From an optimization exercise on the open Yosys and OpenROAD flow, aimed at small area, a short achievable clock period and few clock cycles per item; shortcuts taken in it are not production practice.
Only simulation tests tie the RTL to the original design; equivalence was not proved.
No driver is modelled on the clock port, so clocking that relies on it looks cheaper here than on a real chip.

==> flow/design.v <==
module aes_sbox (
  input  logic [7:0] a,
  output logic [7:0] w
);
  logic U0, U1, U2, U3, U4, U5, U6, U7;
  assign {U0, U1, U2, U3, U4, U5, U6, U7} = a;
  logic T1, T2, T3, T4, T5, T6, T7, T8, T9, T10, T11, T12, T13, T14;
  logic T15, T16, T17, T18, T19, T20, T21, T22, T23, T24, T25, T26, T27;
  assign T1  = U0 ^ U3;   assign T2  = U0 ^ U5;   assign T3  = U0 ^ U6;
  assign T4  = U3 ^ U5;   assign T5  = U4 ^ U6;   assign T6  = T1 ^ T5;
  assign T7  = U1 ^ U2;   assign T8  = U7 ^ T6;   assign T9  = U7 ^ T7;
  assign T10 = T6 ^ T7;   assign T11 = U1 ^ U5;   assign T12 = U2 ^ U5;
  assign T13 = T3 ^ T4;   assign T14 = T6 ^ T11;  assign T15 = T5 ^ T11;
  assign T16 = T5 ^ T12;  assign T17 = T9 ^ T16;  assign T18 = U3 ^ U7;
  assign T19 = T7 ^ T18;  assign T20 = T1 ^ T19;  assign T21 = U6 ^ U7;
  assign T22 = T7 ^ T21;  assign T23 = T2 ^ T22;  assign T24 = T2 ^ T10;
  assign T25 = T20 ^ T17; assign T26 = T3 ^ T16;  assign T27 = T1 ^ T12;
  logic M1, M2, M3, M4, M5, M6, M7, M8, M9, M10, M11, M12, M13, M14, M15;
  logic M16, M17, M18, M19, M20, M21, M22, M23, M24, M25, M26, M27, M28;
  logic M29, M30, M31, M32, M33, M34, M35, M36, M37, M38, M39, M40, M41;
  logic M42, M43, M44, M45, M46, M47, M48, M49, M50, M51, M52, M53, M54;
  logic M55, M56, M57, M58, M59, M60, M61, M62, M63;
  assign M1  = T13 & T6;  assign M2  = T23 & T8;  assign M3  = T14 ^ M1;
  assign M4  = T19 & U7;  assign M5  = M4 ^ M1;   assign M6  = T3 & T16;
  assign M7  = T22 & T9;  assign M8  = T26 ^ M6;  assign M9  = T20 & T17;
  assign M10 = M9 ^ M6;   assign M11 = T1 & T15;  assign M12 = T4 & T27;
  assign M13 = M12 ^ M11; assign M14 = T2 & T10;  assign M15 = M14 ^ M11;
  assign M16 = M3 ^ M2;   assign M17 = M5 ^ T24;  assign M18 = M8 ^ M7;
  assign M19 = M10 ^ M15; assign M20 = M16 ^ M13; assign M21 = M17 ^ M15;
  assign M22 = M18 ^ M13; assign M23 = M19 ^ T25; assign M24 = M22 ^ M23;
  assign M25 = M22 & M20; assign M26 = M21 ^ M25; assign M27 = M20 ^ M21;
  assign M28 = M23 ^ M25; assign M29 = M28 & M27; assign M30 = M26 & M24;
  assign M31 = M20 & M23; assign M32 = M27 & M31; assign M33 = M27 ^ M25;
  assign M34 = M21 & M22; assign M35 = M24 & M34; assign M36 = M24 ^ M25;
  assign M37 = M21 ^ M29; assign M38 = M32 ^ M33; assign M39 = M23 ^ M30;
  assign M40 = M35 ^ M36; assign M41 = M38 ^ M40; assign M42 = M37 ^ M39;
  assign M43 = M37 ^ M38; assign M44 = M39 ^ M40; assign M45 = M42 ^ M41;
  assign M46 = M44 & T6;  assign M47 = M40 & T8;  assign M48 = M39 & U7;
  assign M49 = M43 & T16; assign M50 = M38 & T9;  assign M51 = M37 & T17;
  assign M52 = M42 & T15; assign M53 = M45 & T27; assign M54 = M41 & T10;
  assign M55 = M44 & T13; assign M56 = M40 & T23; assign M57 = M39 & T19;
  assign M58 = M43 & T3;  assign M59 = M38 & T22; assign M60 = M37 & T20;
  assign M61 = M42 & T1;  assign M62 = M45 & T4;  assign M63 = M41 & T2;
  assign w[0] = M46 ^ M48 ^ M49 ^ M51;
  assign w[1] = M58 ^ M59 ^ M61 ^ M62;
  assign w[2] = M50 ^ M51 ^ M53 ^ M54;
  assign w[3] = M56 ^ M57 ^ M59 ^ M60;
  assign w[4] = M49 ^ M50 ^ M52 ^ M53;
  assign w[5] = M58 ^ M60 ^ M61 ^ M63;
  assign w[6] = M46 ^ M47 ^ M49 ^ M50;
  assign w[7] = M55 ^ M56 ^ M61 ^ M62;
endmodule
module aes_sbox_out (
  input  logic [7:0] w,
  output logic [7:0] s
);
  assign s = {w[4] ^ w[7],
              w[4] ^ w[6] ^ w[7],
              w[0] ^ w[2] ^ w[4] ^ w[5],
              w[6] ^ w[7],
              w[0] ^ w[6] ^ w[7],
              w[0] ^ w[1] ^ w[2] ^ w[3],
              w[1] ^ w[2],
              w[0] ^ w[1]} ^ 8'h63;
endmodule
module aes_col_round (
  input  logic [31:0] a_i,
  input  logic        mc_i,
  output logic [31:0] col_o
);
  function automatic logic [7:0] xtime(input logic [7:0] b);
    xtime = {b[6:0], 1'b0} ^ (b[7] ? 8'h1b : 8'h00);
  endfunction
  logic [7:0] a0, a1, a2, a3, p0, p1, p2, p3, t;
  assign {a0, a1, a2, a3} = a_i;
  assign p0 = a0 ^ a1;
  assign p1 = a1 ^ a2;
  assign p2 = a2 ^ a3;
  assign p3 = a3 ^ a0;
  assign t  = p0 ^ p2;
  assign col_o = {a0 ^ ({8{mc_i}} & (t ^ xtime(p0))),
                  a1 ^ ({8{mc_i}} & (t ^ xtime(p1))),
                  a2 ^ ({8{mc_i}} & (t ^ xtime(p2))),
                  a3 ^ ({8{mc_i}} & (t ^ xtime(p3)))};
endmodule
module aes_round_engine (
  input  logic         clk,
  input  logic         reset,
  input  logic         in_valid,
  output logic         in_ready,
  input  logic [127:0] in_data,
  output logic [3:0]   key_rnd,
  input  logic [127:0] key_in,
  output logic         out_valid,
  output logic [127:0] out_data,
  input  logic         out_ready,
  output logic         busy
);
  logic [127:0] a_q, b_q;
  logic         av_q, ad_q;   
  logic [3:0]   ar_q;         
  logic         bv_q;         
  logic [3:0]   br_q;         
  logic         blast_q;      
  logic [127:0] sb, so, sr, mc, nxt;
  logic         stall, accept;
  for (genvar i = 0; i < 16; i++) begin : g_sb
    aes_sbox u_sb (.a(a_q[127 - 8 * i -: 8]), .w(sb[127 - 8 * i -: 8]));
    aes_sbox_out u_so (.w(b_q[127 - 8 * i -: 8]), .s(so[127 - 8 * i -: 8]));
  end
  for (genvar c = 0; c < 4; c++) begin : g_col
    for (genvar r = 0; r < 4; r++) begin : g_row
      assign sr[127 - 32 * c - 8 * r -: 8] = so[127 - 32 * ((c + r) % 4) - 8 * r -: 8];
    end
    aes_col_round u_mc (
      .a_i   (sr[127 - 32 * c -: 32]),
      .mc_i  (!blast_q),
      .col_o (mc[127 - 32 * c -: 32])
    );
  end
  assign stall    = ad_q && !out_ready;
  assign in_ready = !bv_q && !stall;
  assign accept   = in_valid && in_ready;
  assign nxt = (stall ? 128'd0 : key_in) ^ (stall ? a_q : bv_q ? mc : in_data);
  always_ff @(posedge clk) begin
    a_q <= nxt;
  end
  always_ff @(posedge clk) begin
    if (!stall) b_q <= sb;
  end
  always_ff @(posedge clk or negedge reset) begin
    if (!reset) begin
      av_q    <= 1'b0;
      ad_q    <= 1'b0;
      ar_q    <= 4'd0;
      bv_q    <= 1'b0;
      br_q    <= 4'd0;
      blast_q <= 1'b0;
    end else if (!stall) begin
      bv_q    <= av_q && !ad_q;
      br_q    <= ar_q;
      blast_q <= (ar_q == 4'd10);
      av_q    <= bv_q || accept;
      ad_q    <= bv_q && blast_q;
      ar_q    <= bv_q ? br_q + 4'd1 : 4'd1;
    end
  end
  assign busy      = av_q || bv_q;
  assign out_valid = ad_q;
  assign out_data  = a_q;
  assign key_rnd   = bv_q ? br_q : 4'd0;
endmodule
export LEC_CHECK = 0
export CAP_MARGIN = 20
export CORE_MARGIN = 2
export CORE_UTILIZATION = 50
export CTS_BUF_LIST = sky130_fd_sc_hd__clkbuf_4 sky130_fd_sc_hd__clkbuf_8
export CTS_CLUSTER_DIAMETER = 100
export CTS_CLUSTER_SIZE = 18
export GPL_ROUTABILITY_DRIVEN = 1
export GPL_TIMING_DRIVEN = 1
export PLACE_DENSITY = 0.62
export SLEW_MARGIN = 20
create_clock -name core_clock -period 7.5 [get_ports {clk}]
standard.sh (not shown) runs the stock make flow with config.mk's settings and CLKGATE_MAP_FILE= SYNTH_SCRIPT=/design/flow/synth_recipe.tcl, a recipe that flattens the netlist after the stock synthesis.
==> flow/flow/run.sh <==
#!/bin/bash
# The standard layout (standard.sh) with three changes:
#  - Yosys's technology mapping runs ABC with flow/abc_xor.script (keeps the
#    XOR-rich S-box and MixColumns logic as XOR/XNOR cells) instead of ORFS's
#    abc_speed.script; everything else, registers included, is the standard
#    synthesis (synth_recipe.tcl);
#  - port buffers are sky130_fd_sc_hd__buf_1 rather than the
#    clkdlybuf4s50_1 that buffer_ports picks by default;
#  - after CTS, flow/skew.tcl delays the clock of the b_q registers (useful
#    skew between the two pipeline stages; b_q has no input or output paths)
#    and repairs the out_ready -> in_ready path (see skew.tcl).
# Each tool's output is in orfs/logs/ as usual; make's output is in
# flow_make.log.
set -euo pipefail
HERE=$(pwd)
cat > my_synth.tcl <<TCL
proc abc {args} {
  set i [lsearch -exact \$args -script]
  if {\$i >= 0} { set args [lreplace \$args \$i [expr {\$i + 1}] -script $HERE/flow/abc_xor.script] }
  yosys abc {*}\$args
}
source $HERE/synth_recipe.tcl
TCL
bash standard.sh SYNTH_SCRIPT=$HERE/my_synth.tcl \
  "BUFFER_PORTS_ARGS=-buffer_cell sky130_fd_sc_hd__buf_1" \
  "POST_CTS_TCL=$HERE/flow/skew.tcl" \
  "SKEW_CELLS=sky130_fd_sc_hd__clkdlybuf4s15_1 sky130_fd_sc_hd__clkbuf_8" \
  FEEDTHROUGH_MAX_DELAY=3.2 SKEW_REPAIR_MARGIN=4.1 \
  finish > flow_make.log 2>&1
==> flow/flow/skew.tcl <==
# Useful skew for the two-stage ring: after CTS, the clock of every b_q
# flip-flop (end of the long stage a_q -> b_q, start of the short stage
# b_q -> a_q) is taken from its leaf clock net through a chain of
# SKEW_CELLS, one chain per leaf net. No register on an input or output path
# is moved: b_q only feeds a_q.
set block [ord::get_db_block]
set db [ord::get_db]
set cells $::env(SKEW_CELLS)
set groups [dict create]
foreach inst [$block getInsts] {
  if {[string match {b_q\\\[*}  [$inst getName]]} {
    set it [$inst findITerm CLK]
    dict lappend groups [[$it getNet] getName] $it
  }
}
set k 0
dict for {netname its} $groups {
  set net [$block findNet $netname]
  set sx 0; set sy 0
  foreach it $its {
    set bb [[$it getInst] getBBox]
    incr sx [expr {([$bb xMin] + [$bb xMax]) / 2}]
    incr sy [expr {([$bb yMin] + [$bb yMax]) / 2}]
  }
  set cx [expr {$sx / [llength $its]}]
  set cy [expr {$sy / [llength $its]}]
  set drv $net
  set j 0
  foreach c $cells {
    set master [$db findMaster $c]
    set buf [odb::dbInst_create $block $master "skew_buf_${k}_$j"]
    set nn [odb::dbNet_create $block "skew_net_${k}_$j"]
    $nn setSigType CLOCK
    [$buf findITerm A] connect $drv
    [$buf findITerm X] connect $nn
    $buf setLocation $cx $cy
    $buf setPlacementStatus PLACED
    set drv $nn
    incr j
  }
  foreach it $its {
    $it disconnect
    $it connect $drv
  }
  incr k
}
puts "skew: [dict size $groups] b_q clock groups, chain $cells"
detailed_placement
estimate_parasitics -placement

if {[info exists ::env(FEEDTHROUGH_MAX_DELAY)]} {
  set_max_delay $::env(FEEDTHROUGH_MAX_DELAY) -from [get_ports out_ready] -to [get_ports in_ready]
  report_checks -to [get_ports in_ready] -format end
  repair_timing -setup -setup_margin 0 -skip_last_gasp -verbose
  report_checks -to [get_ports in_ready] -format end
  unset_path_exceptions -from [get_ports out_ready] -to [get_ports in_ready]
  detailed_placement
  estimate_parasitics -placement
}
# Optional timing repair with the skew in place (placement parasitics).
if {[info exists ::env(SKEW_REPAIR_MARGIN)]} {
  repair_timing -setup -setup_margin $::env(SKEW_REPAIR_MARGIN) -skip_last_gasp -verbose
  detailed_placement
  estimate_parasitics -placement
}
check_placement -verbose
report_checks -path_delay max -group_path_count 5 -format end
report_checks -path_delay min -group_path_count 5 -format end
Other scripts of this flow, unchanged in this note and not shown: flow/flow/abc_xor.script
Testbench counts at the start, summed over its fixed seeds: cycles 5,664, items 512.
Next try:
--- a/flow/flow/run.sh
+++ b/flow/flow/run.sh
@@ -8,6 +8,5 @@
 #    clkdlybuf4s50_1 that buffer_ports picks by default;
 #  - after CTS, flow/skew.tcl delays the clock of the b_q registers (useful
-#    skew between the two pipeline stages; b_q has no input or output paths)
-#    and repairs the out_ready -> in_ready path (see skew.tcl).
+#    skew between the two pipeline stages; b_q has no input or output paths).
 # Each tool's output is in orfs/logs/ as usual; make's output is in
 # flow_make.log.
@@ -25,5 +24,4 @@
   "BUFFER_PORTS_ARGS=-buffer_cell sky130_fd_sc_hd__buf_1" \
   "POST_CTS_TCL=$HERE/flow/skew.tcl" \
-  "SKEW_CELLS=sky130_fd_sc_hd__clkdlybuf4s15_1 sky130_fd_sc_hd__clkbuf_8" \
-  FEEDTHROUGH_MAX_DELAY=3.2 SKEW_REPAIR_MARGIN=4.1 \
+  "SKEW_CELLS=sky130_fd_sc_hd__clkdlybuf4s50_1 sky130_fd_sc_hd__clkbuf_4" \
   finish > flow_make.log 2>&1
--- a/flow/flow/skew.tcl
+++ b/flow/flow/skew.tcl
@@ -47,22 +47,4 @@
 puts "skew: [dict size $groups] b_q clock groups, chain $cells"
 detailed_placement
+check_placement -verbose
 estimate_parasitics -placement
-
-if {[info exists ::env(FEEDTHROUGH_MAX_DELAY)]} {
-  set_max_delay $::env(FEEDTHROUGH_MAX_DELAY) -from [get_ports out_ready] -to [get_ports in_ready]
-  report_checks -to [get_ports in_ready] -format end
-  repair_timing -setup -setup_margin 0 -skip_last_gasp -verbose
-  report_checks -to [get_ports in_ready] -format end
-  unset_path_exceptions -from [get_ports out_ready] -to [get_ports in_ready]
-  detailed_placement
-  estimate_parasitics -placement
-}
-# Optional timing repair with the skew in place (placement parasitics).
-if {[info exists ::env(SKEW_REPAIR_MARGIN)]} {
-  repair_timing -setup -setup_margin $::env(SKEW_REPAIR_MARGIN) -skip_last_gasp -verbose
-  detailed_placement
-  estimate_parasitics -placement
-}
-check_placement -verbose
-report_checks -path_delay max -group_path_count 5 -format end
-report_checks -path_delay min -group_path_count 5 -format end
Settings changed: CORE_UTILIZATION 50 to 30, CTS_CLUSTER_DIAMETER 100 to unset, CTS_CLUSTER_SIZE 18 to unset, GPL_TIMING_DRIVEN 1 to unset, PLACE_DENSITY 0.62 to 0.42.
Fmax falls by 18%.
Final cell count rose by about 13%.
Synthesized area stays the same.
Design area goes up by about 1.6%.
Core utilization decreases by 22 points.
Next try:
--- a/flow/flow/run.sh
+++ b/flow/flow/run.sh
@@ -8,5 +8,6 @@
 #    clkdlybuf4s50_1 that buffer_ports picks by default;
 #  - after CTS, flow/skew.tcl delays the clock of the b_q registers (useful
-#    skew between the two pipeline stages; b_q has no input or output paths).
+#    skew between the two pipeline stages; b_q has no input or output paths)
+#    and repairs the out_ready -> in_ready path (see skew.tcl).
 # Each tool's output is in orfs/logs/ as usual; make's output is in
 # flow_make.log.
@@ -24,4 +25,5 @@
   "BUFFER_PORTS_ARGS=-buffer_cell sky130_fd_sc_hd__buf_1" \
   "POST_CTS_TCL=$HERE/flow/skew.tcl" \
-  "SKEW_CELLS=sky130_fd_sc_hd__clkdlybuf4s50_1 sky130_fd_sc_hd__clkbuf_4" \
+  "SKEW_CELLS=sky130_fd_sc_hd__clkdlybuf4s15_1 sky130_fd_sc_hd__clkbuf_4" \
+  FEEDTHROUGH_MAX_DELAY=3.2 SKEW_REPAIR_MARGIN=4.1 \
   finish > flow_make.log 2>&1
--- a/flow/flow/skew.tcl
+++ b/flow/flow/skew.tcl
@@ -47,4 +47,22 @@
 puts "skew: [dict size $groups] b_q clock groups, chain $cells"
 detailed_placement
+estimate_parasitics -placement
+
+if {[info exists ::env(FEEDTHROUGH_MAX_DELAY)]} {
+  set_max_delay $::env(FEEDTHROUGH_MAX_DELAY) -from [get_ports out_ready] -to [get_ports in_ready]
+  report_checks -to [get_ports in_ready] -format end
+  repair_timing -setup -setup_margin 0 -skip_last_gasp -verbose
+  report_checks -to [get_ports in_ready] -format end
+  unset_path_exceptions -from [get_ports out_ready] -to [get_ports in_ready]
+  detailed_placement
+  estimate_parasitics -placement
+}
+# Optional timing repair with the skew in place (placement parasitics).
+if {[info exists ::env(SKEW_REPAIR_MARGIN)]} {
+  repair_timing -setup -setup_margin $::env(SKEW_REPAIR_MARGIN) -skip_last_gasp -verbose
+  detailed_placement
+  estimate_parasitics -placement
+}
 check_placement -verbose
-estimate_parasitics -placement
+report_checks -path_delay max -group_path_count 5 -format end
+report_checks -path_delay min -group_path_count 5 -format end
Settings changed: CORE_UTILIZATION 30 to 50, PLACE_DENSITY 0.42 to 0.62.
Register-to-register slack improved by 690 ps; fmax went up by about a fifth.
Next try:
--- a/flow/flow/run.sh
+++ b/flow/flow/run.sh
@@ -25,5 +25,5 @@
   "BUFFER_PORTS_ARGS=-buffer_cell sky130_fd_sc_hd__buf_1" \
   "POST_CTS_TCL=$HERE/flow/skew.tcl" \
-  "SKEW_CELLS=sky130_fd_sc_hd__clkdlybuf4s15_1 sky130_fd_sc_hd__clkbuf_4" \
+  "SKEW_CELLS=sky130_fd_sc_hd__clkdlybuf4s15_1 sky130_fd_sc_hd__clkbuf_8" \
   FEEDTHROUGH_MAX_DELAY=3.2 SKEW_REPAIR_MARGIN=4.1 \
   finish > flow_make.log 2>&1
Settings changed: CORE_UTILIZATION 50 to 44, CTS_CLUSTER_DIAMETER set to 100, CTS_CLUSTER_SIZE set to 18, PLACE_DENSITY 0.62 to 0.55.
Effect:
- sequential cell count is unchanged
- worst hold slack is worse by 50 ps
- design area goes down slightly
- register-to-register slack is better by 97 ps

## port drivers added, routing unchanged
How much do the figures lean on ideal ports? The routed layouts below were timed once more, with nothing changed but the port constraints.
Step 1, drivers: a clkbuf_16 drives clk and a buf_2 each remaining input, both assumed.
Step 2, shift: input delay + t, output delay - t, t = (earliest + latest rising clock arrival at the registers) / 2. This alone moves slack from input paths to output paths.
a / b / c = ideal / step 1 / step 2; a / b = the first two.
run	shift t [ns]	slack for setup (ns)	hold WS [ns]	latest minus earliest clock arrival (ns)	slew at the worst register clock pin (ns)
the first run	0.830	4.000 / 3.967 / 3.568	0.453 / 0.453 / 0.453	0.406 / 0.406	0.12 / 0.12
the second run	1.086	3.224 / 3.224 / 3.224	0.226 / 0.226 / 0.226	0.673 / 0.672	0.08 / 0.08
the third run	0.888	3.913 / 3.913 / 3.571	0.471 / 0.471 / 0.471	0.392 / 0.392	0.09 / 0.09
the fourth run	0.848	4.003 / 3.970 / 3.604	0.421 / 0.421 / 0.421	0.425 / 0.425	0.12 / 0.12
In every run listed the clock reaches the registers at very different times; t lies between them, and the last value is a rough guide only. For the first run, which loses most, drivers alone change the setup slack by -0.033 ns; drivers and shift together by -0.432 ns.
